Source: an optimization exercise on an open RTL-to-GDS flow (aim: small area, a short achievable clock period and few clock cycles). Production flows keep margins and buffers that such runs may drop.
Only simulation tests tie the RTL to the original design; equivalence was not proved.

==> raven <==
==> flow/design.v <==
package axi_bus_pkg;
    typedef logic [31:0] addr_t;
    typedef logic [31:0] data_t;
    typedef logic [3:0]  strb_t;
    typedef logic [3:0]  id_t;
    typedef logic [3:0]  len_t;
    typedef logic [2:0]  size_t;
    typedef logic [1:0]  burst_t;
    typedef logic [1:0]  resp_t;
    typedef logic [6:0]  mem_idx_t;
    localparam int MEM_BYTES = 128;
    localparam size_t MAX_SIZE = 3'd2;
    localparam burst_t BURST_FIXED = 2'd0;
    localparam burst_t BURST_INCR  = 2'd1;
    localparam resp_t RESP_OKAY   = 2'd0;
    localparam resp_t RESP_SLVERR = 2'd2;
    localparam resp_t RESP_DECERR = 2'd3;
endpackage
package slave_state_pkg;
    typedef enum logic [1:0] {
        wr_idle,
        wr_addr,
        wr_data,
        wr_resp
    } wr_state_t;
    typedef enum logic [1:0] {
        rd_idle,
        rd_addr,
        rd_data,
        rd_err
    } rd_state_t;
endpackage
module byte_mem (
    input  logic        clk,
    input  logic        resetn,
    input  logic        wr_en,
    input  logic [6:0]  wr_addr,
    input  logic [31:0] wr_data,
    input  logic [1:0]  wr_sel0,
    input  logic [1:0]  wr_sel1,
    input  logic [1:0]  wr_sel2,
    input  logic [1:0]  wr_sel3,
    input  logic [3:0]  wr_ben,
    input  logic [1:0]  rd_off,
    input  logic [4:0]  rd_row0,
    input  logic [4:0]  rd_row1,
    input  logic [4:0]  rd_row2,
    input  logic [4:0]  rd_row3,
    output logic [31:0] rd_data
);
    logic [1:0] wr_off;
    logic [4:0] wr_row;
    logic [1:0] bank_sel [4];
    logic [4:0] bank_wrow [4];
    logic [7:0] bank_wd [4];
    logic [4:0] bank_rrow [4];
    logic [7:0] bank_q [4];
    logic       init;
    always_ff @(posedge clk)
        init <= !resetn;
    assign wr_off = wr_addr[1:0];
    assign wr_row = wr_addr[6:2];
    assign bank_sel[0] = wr_sel0;
    assign bank_sel[1] = wr_sel1;
    assign bank_sel[2] = wr_sel2;
    assign bank_sel[3] = wr_sel3;
    assign bank_rrow[0] = rd_row0;
    assign bank_rrow[1] = rd_row1;
    assign bank_rrow[2] = rd_row2;
    assign bank_rrow[3] = rd_row3;
    always_comb begin
        for (int b = 0; b < 4; b++) begin
            bank_wd[b]   = wr_data[8*bank_sel[b] +: 8];
            bank_wrow[b] = wr_row + ((2'(b) < wr_off) ? 5'd1 : 5'd0);
        end
    end
    for (genvar b = 0; b < 4; b++) begin : g_bank
        logic [255:0] rows;
        logic [7:0]   wd_one;
        logic [7:0]   wd_zero;
        logic         we;
        assign wd_one  = bank_wd[b] | {8{init}};
        assign wd_zero = bank_wd[b] & {8{!init}};
        assign we      = wr_en && wr_ben[b];
        for (genvar r = 0; r < 32; r++) begin : g_row
            localparam logic [7:0] INIT = 8'(4 * r + b);
            logic       en;
            logic [7:0] d;
            assign en = init || (we && bank_wrow[b] == 5'(r));
            for (genvar j = 0; j < 8; j++) begin : g_bit
                assign d[j] = INIT[j] ? wd_one[j] : wd_zero[j];
            end
            always_ff @(posedge clk) begin
                if (en)
                    rows[8*r +: 8] <= d;
            end
        end
        logic [31:0] rsel;
        always_comb begin
            for (int r = 0; r < 32; r++)
                rsel[r] = (bank_rrow[b] == 5'(r));
        end
        row_sel u_sel (
            .rows (rows),
            .sel  (rsel),
            .q    (bank_q[b])
        );
    end
    always_comb begin
        for (int k = 0; k < 4; k++)
            rd_data[8*k +: 8] = bank_q[2'(k) + rd_off];
    end
endmodule
module row_sel (
    input  logic [255:0] rows,
    input  logic [31:0]  sel,
    output logic [7:0]   q
);
    always_comb begin
        q = '0;
        for (int r = 0; r < 32; r++)
            q = q | (rows[8*r +: 8] & {8{sel[r]}});
    end
endmodule
module axi_mem_slave (
    input  logic                 clk,
    input  logic                 resetn,
    input  logic                 awvalid,
    input  axi_bus_pkg::id_t     awid,
    input  axi_bus_pkg::addr_t   awaddr,
    input  axi_bus_pkg::len_t    awlen,
    input  axi_bus_pkg::size_t   awsize,
    input  axi_bus_pkg::burst_t  awburst,
    output logic                 awready,
    input  logic                 wvalid,
    input  axi_bus_pkg::data_t   wdata,
    input  axi_bus_pkg::id_t     wid,
    input  axi_bus_pkg::strb_t   wstrb,
    input  logic                 wlast,
    output logic                 wready,
    input  logic                 bready,
    output logic                 bvalid,
    output axi_bus_pkg::resp_t   bresp,
    output axi_bus_pkg::id_t     bid,
    input  logic                 arvalid,
    input  axi_bus_pkg::id_t     arid,
    input  axi_bus_pkg::addr_t   araddr,
    input  axi_bus_pkg::len_t    arlen,
    input  axi_bus_pkg::size_t   arsize,
    input  axi_bus_pkg::burst_t  arburst,
    output logic                 arready,
    input  logic                 rready,
    output logic                 rvalid,
    output axi_bus_pkg::data_t   rdata,
    output logic                 rlast,
    output axi_bus_pkg::resp_t   rresp,
    output axi_bus_pkg::id_t     rid
);
    function automatic axi_bus_pkg::resp_t req_resp(axi_bus_pkg::addr_t addr, axi_bus_pkg::size_t size);
        if (addr >= axi_bus_pkg::MEM_BYTES)
            req_resp = axi_bus_pkg::RESP_SLVERR;
        else if (size > axi_bus_pkg::MAX_SIZE)
            req_resp = axi_bus_pkg::RESP_DECERR;
        else
            req_resp = axi_bus_pkg::RESP_OKAY;
    endfunction
    logic        aw_wait, aw_busy, awready_q;
    logic        wready_q, w_stall, wready_o;
    logic        bvalid_q, b_idle, bvalid_o;
    logic        w_err;
    logic [3:0]  w_len;
    logic [3:0]  w_num;
    logic        w_fixed;
    axi_bus_pkg::resp_t bresp_q;
    axi_bus_pkg::id_t   bid_q;
    logic        pend_valid;
    logic [31:0] pend_data;
    logic [3:0]  pend_strb;
    logic [6:0]  pend_addr;
    logic [1:0]  pend_sel [4];
    logic [3:0]  pend_ben;
    logic hs_aw, hs_w, hs_b;
    logic w_done;
    logic mem_wr_en;
    logic [6:0]  w_next;
    logic [6:0]  w_addr;
    logic [3:0]  w_strb;
    logic [1:0]  w_sel [4];
    logic [3:0]  w_ben;
    assign aw_wait  = !aw_busy;
    assign wready_q = !w_stall;
    assign bvalid_q = !b_idle;
    assign hs_aw = awvalid && aw_wait;
    assign hs_w  = wvalid && wready_q;
    assign hs_b  = bvalid_q && bready;
    assign w_done = (hs_w && (aw_wait ? (hs_aw && awlen == 4'd0) : (w_len == w_num)))
                 || (hs_aw && !hs_w && pend_valid && awlen == 4'd0);
    always_ff @(posedge clk) begin
        if (!resetn) begin
            aw_busy    <= 1'b0;
            awready_q  <= 1'b1;
            w_stall    <= 1'b0;
            wready_o   <= 1'b1;
            b_idle     <= 1'b1;
            bvalid_o   <= 1'b0;
            w_num      <= '0;
            pend_valid <= 1'b0;
        end else begin
            logic aw_wait_n, bvalid_n, pend_valid_n, wready_n;
            aw_wait_n    = hs_b || (aw_wait && !hs_aw);
            bvalid_n     = w_done || (bvalid_q && !bready);
            pend_valid_n = hs_w || (pend_valid && aw_wait);
            wready_n     = !bvalid_n && !(aw_wait_n && pend_valid_n);
            aw_busy    <= !aw_wait_n;
            awready_q  <= aw_wait_n;
            b_idle     <= !bvalid_n;
            bvalid_o   <= bvalid_n;
            w_stall    <= !wready_n;
            wready_o   <= wready_n;
            pend_valid <= pend_valid_n;
            w_num      <= hs_b ? 4'd0 : w_num + 4'(hs_w);
        end
    end
    always_ff @(posedge clk) begin
        if (aw_wait) begin
            w_len   <= awlen;
            w_fixed <= (awburst == axi_bus_pkg::BURST_FIXED);
            bresp_q <= req_resp(awaddr, awsize);
            w_err   <= (req_resp(awaddr, awsize) != axi_bus_pkg::RESP_OKAY);
            bid_q   <= awid;
        end
    end
    assign w_next = pend_addr + (w_fixed ? 7'd0 : 7'($countones(pend_strb)));
    assign w_addr = aw_wait ? awaddr[6:0] : w_next;
    assign w_strb = (pend_valid && aw_wait) ? pend_strb : wstrb;
    always_comb begin
        logic [2:0] n;
        logic [1:0] slot_lane [4];
        logic [3:0] slot_en;
        n = '0;
        slot_en = '0;
        for (int k = 0; k < 4; k++)
            slot_lane[k] = '0;
        for (int lane = 0; lane < 4; lane++) begin
            if (w_strb[lane]) begin
                slot_lane[n[1:0]] = 2'(lane);
                slot_en[n[1:0]]   = 1'b1;
                n = n + 3'd1;
            end
        end
        for (int b = 0; b < 4; b++) begin
            w_sel[b] = slot_lane[2'(b) - w_addr[1:0]];
            w_ben[b] = slot_en[2'(b) - w_addr[1:0]];
        end
    end
    always_ff @(posedge clk) begin
        if (!(pend_valid && aw_wait))
            pend_data <= wdata;
        if (hs_w)
            pend_strb <= wstrb;
        else if (aw_wait && !pend_valid)
            pend_strb <= '0;
        if (aw_wait || hs_w)
            pend_addr <= w_addr;
        pend_ben <= w_ben;
        for (int b = 0; b < 4; b++)
            pend_sel[b] <= w_sel[b];
    end
    assign mem_wr_en = pend_valid && !aw_wait && !w_err;
    assign awready = awready_q;
    assign wready  = wready_o;
    assign bvalid  = bvalid_o;
    assign bresp   = bresp_q;
    assign bid     = bid_q;
    logic        ar_wait, ar_busy, arready_q;
    logic        rvalid_q, r_idle, rvalid_o;
    logic        rlast_q, r_more, rlast_o;
    logic        r_first;
    logic [6:0]  r_addr;
    logic [4:0]  r_row [4];
    logic [6:0]  r_addr_n;
    logic        r_fixed;
    logic [3:0]  r_mask;
    logic [3:0]  r_cnt;
    axi_bus_pkg::resp_t rresp_q;
    axi_bus_pkg::id_t   rid_q;
    logic [31:0] rdata_q;
    logic [31:0] mem_word;
    logic hs_ar, hs_r, fetch;
    axi_bus_pkg::resp_t ar_resp;
    logic [2:0]  r_step;
    assign ar_wait  = !ar_busy;
    assign rvalid_q = !r_idle;
    assign rlast_q  = !r_more;
    assign hs_ar = arvalid && ar_wait;
    assign hs_r  = rvalid_q && rready;
    assign fetch = r_first || (hs_r && !rlast_q);
    assign ar_resp = req_resp(araddr, arsize);
    assign r_step = r_mask[2] ? 3'd4 : (r_mask[1] ? 3'd2 : 3'd1);
    always_ff @(posedge clk) begin
        if (!resetn) begin
            ar_busy   <= 1'b0;
            arready_q <= 1'b1;
            r_idle    <= 1'b1;
            rvalid_o  <= 1'b0;
            r_first   <= 1'b0;
        end else begin
            logic ar_wait_n, rvalid_n;
            ar_wait_n = (ar_wait && !arvalid) || (hs_r && rlast_q);
            rvalid_n  = fetch || (rvalid_q && !hs_r);
            ar_busy   <= !ar_wait_n;
            arready_q <= ar_wait_n;
            r_idle    <= !rvalid_n;
            rvalid_o  <= rvalid_n;
            r_first   <= hs_ar;
        end
    end
    assign r_addr_n = ar_wait ? araddr[6:0] : r_addr + 7'(r_step);
    always_ff @(posedge clk) begin
        if (ar_wait || (fetch && !r_fixed)) begin
            r_addr <= r_addr_n;
            for (int b = 0; b < 4; b++)
                r_row[b] <= 5'((r_addr_n + 7'(3 - b)) >> 2);
        end
    end
    always_ff @(posedge clk) begin
        if (ar_wait) begin
            r_fixed <= (arburst == axi_bus_pkg::BURST_FIXED);
            r_cnt   <= arlen;
            rresp_q <= ar_resp;
            rid_q   <= arid;
            r_mask  <= (ar_resp != axi_bus_pkg::RESP_OKAY) ? 4'b0000 :
                       (arsize[1] ? 4'b1111 : (arsize[0] ? 4'b0011 : 4'b0001));
        end else if (fetch) begin
            r_cnt <= r_cnt - 4'd1;
        end
    end
    always_ff @(posedge clk) begin
        if (fetch) begin
            r_more  <= !((r_cnt == 4'd0) || !r_mask[0]);
            rlast_o <= (r_cnt == 4'd0) || !r_mask[0];
            for (int k = 0; k < 4; k++)
                rdata_q[8*k +: 8] <= mem_word[8*k +: 8] & {8{r_mask[k]}};
        end
    end
    assign arready = arready_q;
    assign rvalid  = rvalid_o;
    assign rdata   = rdata_q;
    assign rlast   = rlast_o;
    assign rresp   = rresp_q;
    assign rid     = rid_q;
    byte_mem mem (
        .clk     (clk),
        .resetn  (resetn),
        .wr_en   (mem_wr_en),
        .wr_addr (pend_addr),
        .wr_data (pend_data),
        .wr_sel0 (pend_sel[0]),
        .wr_sel1 (pend_sel[1]),
        .wr_sel2 (pend_sel[2]),
        .wr_sel3 (pend_sel[3]),
        .wr_ben  (pend_ben),
        .rd_off  (r_addr[1:0]),
        .rd_row0 (r_row[0]),
        .rd_row1 (r_row[1]),
        .rd_row2 (r_row[2]),
        .rd_row3 (r_row[3]),
        .rd_data (mem_word)
    );
endmodule
==> flow/flow/run.sh <==
#!/bin/bash
# The standard layout (standard.sh, unchanged ORFS steps) with these settings:
#  - port buffers of buf_2 instead of the resizer's default pick (a slow delay cell)
#  - clock tree of clkbuf_16 with sink clusters of up to 30 flip-flops
#  - repair_timing aims for 6.8 ns of setup slack at the design's 10 ns clock
# ORFS writes each step's log under orfs/logs; make's own output goes to standard_run.log.
set -euo pipefail
bash standard.sh \
  "BUFFER_PORTS_ARGS=-buffer_cell sky130_fd_sc_hd__buf_2" \
  CTS_CLUSTER_SIZE=30 CTS_CLUSTER_DIAMETER=80 \
  "CTS_BUF_LIST=sky130_fd_sc_hd__clkbuf_16" \
  SETUP_SLACK_MARGIN=6.8 \
  finish > standard_run.log 2>&1
==> flow/standard.sh <==
#!/bin/bash
# synth_recipe.tcl (not shown) runs the flow's synth.tcl, then flattens the netlist and writes it again
# the make line also repeats each setting of config.mk as NAME=value (left out here)
make -C /OpenROAD-flow-scripts/flow DESIGN_CONFIG=/design/flow/config.mk WORK_HOME=/design/flow/orfs CLKGATE_MAP_FILE= SYNTH_SCRIPT=/design/flow/synth_recipe.tcl "${@:-finish}"
==> flow/config.mk <==
export PLATFORM = sky130hd
export DESIGN_NAME = axi_mem_slave
export DESIGN_NICKNAME = axi_mem_slave
export VERILOG_FILES = /design/flow/design.v
export SDC_FILE = /design/flow/constraint.sdc
export NUM_CORES = 4
export LEC_CHECK = 0
export CAP_MARGIN = 20
export CORE_MARGIN = 2
export CORE_UTILIZATION = 55
export SLEW_MARGIN = 20
export SYNTH_HIERARCHICAL = 1
export SYNTH_MINIMUM_KEEP_SIZE = 0
==> flow/constraint.sdc <==
create_clock -name core_clock -period 10.0 [get_ports {clk}]
set_input_delay 2.0000 -clock core_clock [delete_from_list [all_inputs] [get_ports {clk}]]
set_output_delay 2.0000 -clock core_clock [all_outputs]
set_load 0.01 [all_outputs]
==> amber (differences from raven) <==
--- a/flow/design.v
+++ b/flow/design.v
@@ -96,14 +96,5 @@
             end
         end
-        logic [31:0] rsel;
-        always_comb begin
-            for (int r = 0; r < 32; r++)
-                rsel[r] = (bank_rrow[b] == 5'(r));
-        end
-        row_sel u_sel (
-            .rows (rows),
-            .sel  (rsel),
-            .q    (bank_q[b])
-        );
+        assign bank_q[b] = rows[8*bank_rrow[b] +: 8];
     end
     always_comb begin
@@ -112,15 +103,4 @@
     end
 endmodule
-module row_sel (
-    input  logic [255:0] rows,
-    input  logic [31:0]  sel,
-    output logic [7:0]   q
-);
-    always_comb begin
-        q = '0;
-        for (int r = 0; r < 32; r++)
-            q = q | (rows[8*r +: 8] & {8{sel[r]}});
-    end
-endmodule
 module axi_mem_slave (
     input  logic                 clk,
@@ -165,8 +145,7 @@
             req_resp = axi_bus_pkg::RESP_OKAY;
     endfunction
-    logic        aw_wait, aw_busy, awready_q;
-    logic        wready_q, w_stall, wready_o;
-    logic        bvalid_q, b_idle, bvalid_o;
-    logic        w_err;
+    logic        aw_wait;
+    logic        wready_q;
+    logic        bvalid_q;
     logic [3:0]  w_len;
     logic [3:0]  w_num;
@@ -188,7 +167,4 @@
     logic [1:0]  w_sel [4];
     logic [3:0]  w_ben;
-    assign aw_wait  = !aw_busy;
-    assign wready_q = !w_stall;
-    assign bvalid_q = !b_idle;
     assign hs_aw = awvalid && aw_wait;
     assign hs_w  = wvalid && wready_q;
@@ -198,25 +174,18 @@
     always_ff @(posedge clk) begin
         if (!resetn) begin
-            aw_busy    <= 1'b0;
-            awready_q  <= 1'b1;
-            w_stall    <= 1'b0;
-            wready_o   <= 1'b1;
-            b_idle     <= 1'b1;
-            bvalid_o   <= 1'b0;
+            aw_wait    <= 1'b1;
+            wready_q   <= 1'b1;
+            bvalid_q   <= 1'b0;
             w_num      <= '0;
             pend_valid <= 1'b0;
         end else begin
-            logic aw_wait_n, bvalid_n, pend_valid_n, wready_n;
+            logic aw_wait_n, bvalid_n, pend_valid_n;
             aw_wait_n    = hs_b || (aw_wait && !hs_aw);
             bvalid_n     = w_done || (bvalid_q && !bready);
             pend_valid_n = hs_w || (pend_valid && aw_wait);
-            wready_n     = !bvalid_n && !(aw_wait_n && pend_valid_n);
-            aw_busy    <= !aw_wait_n;
-            awready_q  <= aw_wait_n;
-            b_idle     <= !bvalid_n;
-            bvalid_o   <= bvalid_n;
-            w_stall    <= !wready_n;
-            wready_o   <= wready_n;
+            aw_wait    <= aw_wait_n;
+            bvalid_q   <= bvalid_n;
             pend_valid <= pend_valid_n;
+            wready_q   <= !bvalid_n && !(aw_wait_n && pend_valid_n);
             w_num      <= hs_b ? 4'd0 : w_num + 4'(hs_w);
         end
@@ -227,5 +196,4 @@
             w_fixed <= (awburst == axi_bus_pkg::BURST_FIXED);
             bresp_q <= req_resp(awaddr, awsize);
-            w_err   <= (req_resp(awaddr, awsize) != axi_bus_pkg::RESP_OKAY);
             bid_q   <= awid;
         end
@@ -267,13 +235,13 @@
             pend_sel[b] <= w_sel[b];
     end
-    assign mem_wr_en = pend_valid && !aw_wait && !w_err;
-    assign awready = awready_q;
-    assign wready  = wready_o;
-    assign bvalid  = bvalid_o;
+    assign mem_wr_en = pend_valid && !aw_wait && (bresp_q == axi_bus_pkg::RESP_OKAY);
+    assign awready = aw_wait;
+    assign wready  = wready_q;
+    assign bvalid  = bvalid_q;
     assign bresp   = bresp_q;
     assign bid     = bid_q;
-    logic        ar_wait, ar_busy, arready_q;
-    logic        rvalid_q, r_idle, rvalid_o;
-    logic        rlast_q, r_more, rlast_o;
+    logic        ar_wait;
+    logic        rvalid_q;
+    logic        rlast_q;
     logic        r_first;
     logic [6:0]  r_addr;
@@ -290,7 +258,4 @@
     axi_bus_pkg::resp_t ar_resp;
     logic [2:0]  r_step;
-    assign ar_wait  = !ar_busy;
-    assign rvalid_q = !r_idle;
-    assign rlast_q  = !r_more;
     assign hs_ar = arvalid && ar_wait;
     assign hs_r  = rvalid_q && rready;
@@ -300,18 +265,11 @@
     always_ff @(posedge clk) begin
         if (!resetn) begin
-            ar_busy   <= 1'b0;
-            arready_q <= 1'b1;
-            r_idle    <= 1'b1;
-            rvalid_o  <= 1'b0;
-            r_first   <= 1'b0;
+            ar_wait  <= 1'b1;
+            rvalid_q <= 1'b0;
+            r_first  <= 1'b0;
         end else begin
-            logic ar_wait_n, rvalid_n;
-            ar_wait_n = (ar_wait && !arvalid) || (hs_r && rlast_q);
-            rvalid_n  = fetch || (rvalid_q && !hs_r);
-            ar_busy   <= !ar_wait_n;
-            arready_q <= ar_wait_n;
-            r_idle    <= !rvalid_n;
-            rvalid_o  <= rvalid_n;
-            r_first   <= hs_ar;
+            ar_wait  <= (ar_wait && !arvalid) || (hs_r && rlast_q);
+            rvalid_q <= fetch || (rvalid_q && !hs_r);
+            r_first  <= hs_ar;
         end
     end
@@ -338,14 +296,13 @@
     always_ff @(posedge clk) begin
         if (fetch) begin
-            r_more  <= !((r_cnt == 4'd0) || !r_mask[0]);
-            rlast_o <= (r_cnt == 4'd0) || !r_mask[0];
+            rlast_q <= (r_cnt == 4'd0) || !r_mask[0];
             for (int k = 0; k < 4; k++)
                 rdata_q[8*k +: 8] <= mem_word[8*k +: 8] & {8{r_mask[k]}};
         end
     end
-    assign arready = arready_q;
-    assign rvalid  = rvalid_o;
+    assign arready = ar_wait;
+    assign rvalid  = rvalid_q;
     assign rdata   = rdata_q;
-    assign rlast   = rlast_o;
+    assign rlast   = rlast_q;
     assign rresp   = rresp_q;
     assign rid     = rid_q;
==> flow/run.sh (new file) <==
#!/bin/bash
# synth_recipe.tcl (not shown) runs the flow's synth.tcl, then flattens the netlist and writes it again
# the make line also repeats each setting of config.mk as NAME=value (left out here)
make -C /OpenROAD-flow-scripts/flow DESIGN_CONFIG=/design/flow/config.mk WORK_HOME=/design/flow/orfs CLKGATE_MAP_FILE= SYNTH_SCRIPT=/design/flow/synth_recipe.tcl finish
Settings changed: CORE_UTILIZATION 55 to 40, CTS_BUF_LIST set to sky130_fd_sc_hd__clkbuf_4 sky130_fd_sc_hd__clkbuf_8, SETUP_SLACK_MARGIN set to 5, SYNTH_HIERARCHICAL 1 to unset, SYNTH_MINIMUM_KEEP_SIZE 0 to unset.
removed: flow/flow/run.sh
removed: flow/standard.sh
==> qor.txt <==
CP Launch Type = input port
Synth Area in Simple Gates = 7.596%
Largest delay share family, worst path = multiplexers
Buf+Inv Stages, Crit Path = 1
Post-synth EDFFs = 1148
Post-Synth Adder-Cell Area = 0.9790%
Register bit total from synthesis = 1177
Worst VDD drop = 0.1580 mV
Initial antenna violation count = 14
CP cell instances = buf_8 -> mux2_4 -> fa_2 -> and2_4 -> mux2_4 -> nor4_4 -> a41oi_2 -> mux2_4
Signal buffers = 310
Inverters = 35
Status = finished clean
the above is filed under raven

==> qor.txt <==
DIE WIDTH = 351.9 microns
Post-CTS sizing = 0
Post-CTS Setup Inserts = 0
Post-Synth Adder-Cell Area = 0.8893%
Cells after synthesis = 2539
Most common cell in the netlist = edfxtp_1
Largest delay share family, worst path = buffers and inverters
Signal buffers = 223
Buf+Inv Stages, Crit Path = 2
Port Buf Inserts = 182
Initial antenna violation count = 2
CP Launch Type = register
Post-synth EDFFs = 1147
Status = finished clean
Worst VDD drop = 0.1271 mV
Synth Area in Simple Gates = 4.382%
the above is filed under amber

Testbench counts of raven, summed over its fixed seeds: cycles 32,135.
Testbench counts of amber, summed over its fixed seeds: cycles 32,135.

-- re-timing with driven ports --
No port has a modelled driver above. Below, the same layouts with a new extraction and two added sets of constraints. Step 1 (the two cells are an assumption about what drives the block):
set clk [get_ports {clk}]
set_driving_cell -lib_cell sky130_fd_sc_hd__clkbuf_16 $clk
set_driving_cell -lib_cell sky130_fd_sc_hd__buf_2 [delete_from_list [all_inputs] $clk]
Step 2 also shifts input and output timing later by t, the mid clock arrival at the registers, as if the neighbouring blocks saw the same clock. Three values: no drivers, after step 1, after step 2; two values: the first two.
run | t, ns | setup slack, ns | hold slack, ns | latest minus earliest clock arrival (ns)
raven | 0.714 | 6.645 / 6.667 / 5.954 | 0.564 / 0.564 / 0.564 | 0.045 / 0.045
amber | 0.912 | 5.623 / 5.549 / 5.292 | 0.524 / 0.524 / 0.524 | 0.075 / 0.075
After both steps setup and hold are still met in every run listed. For raven, which loses most, drivers alone change the setup slack by +0.022 ns; drivers and shift together by -0.691 ns.
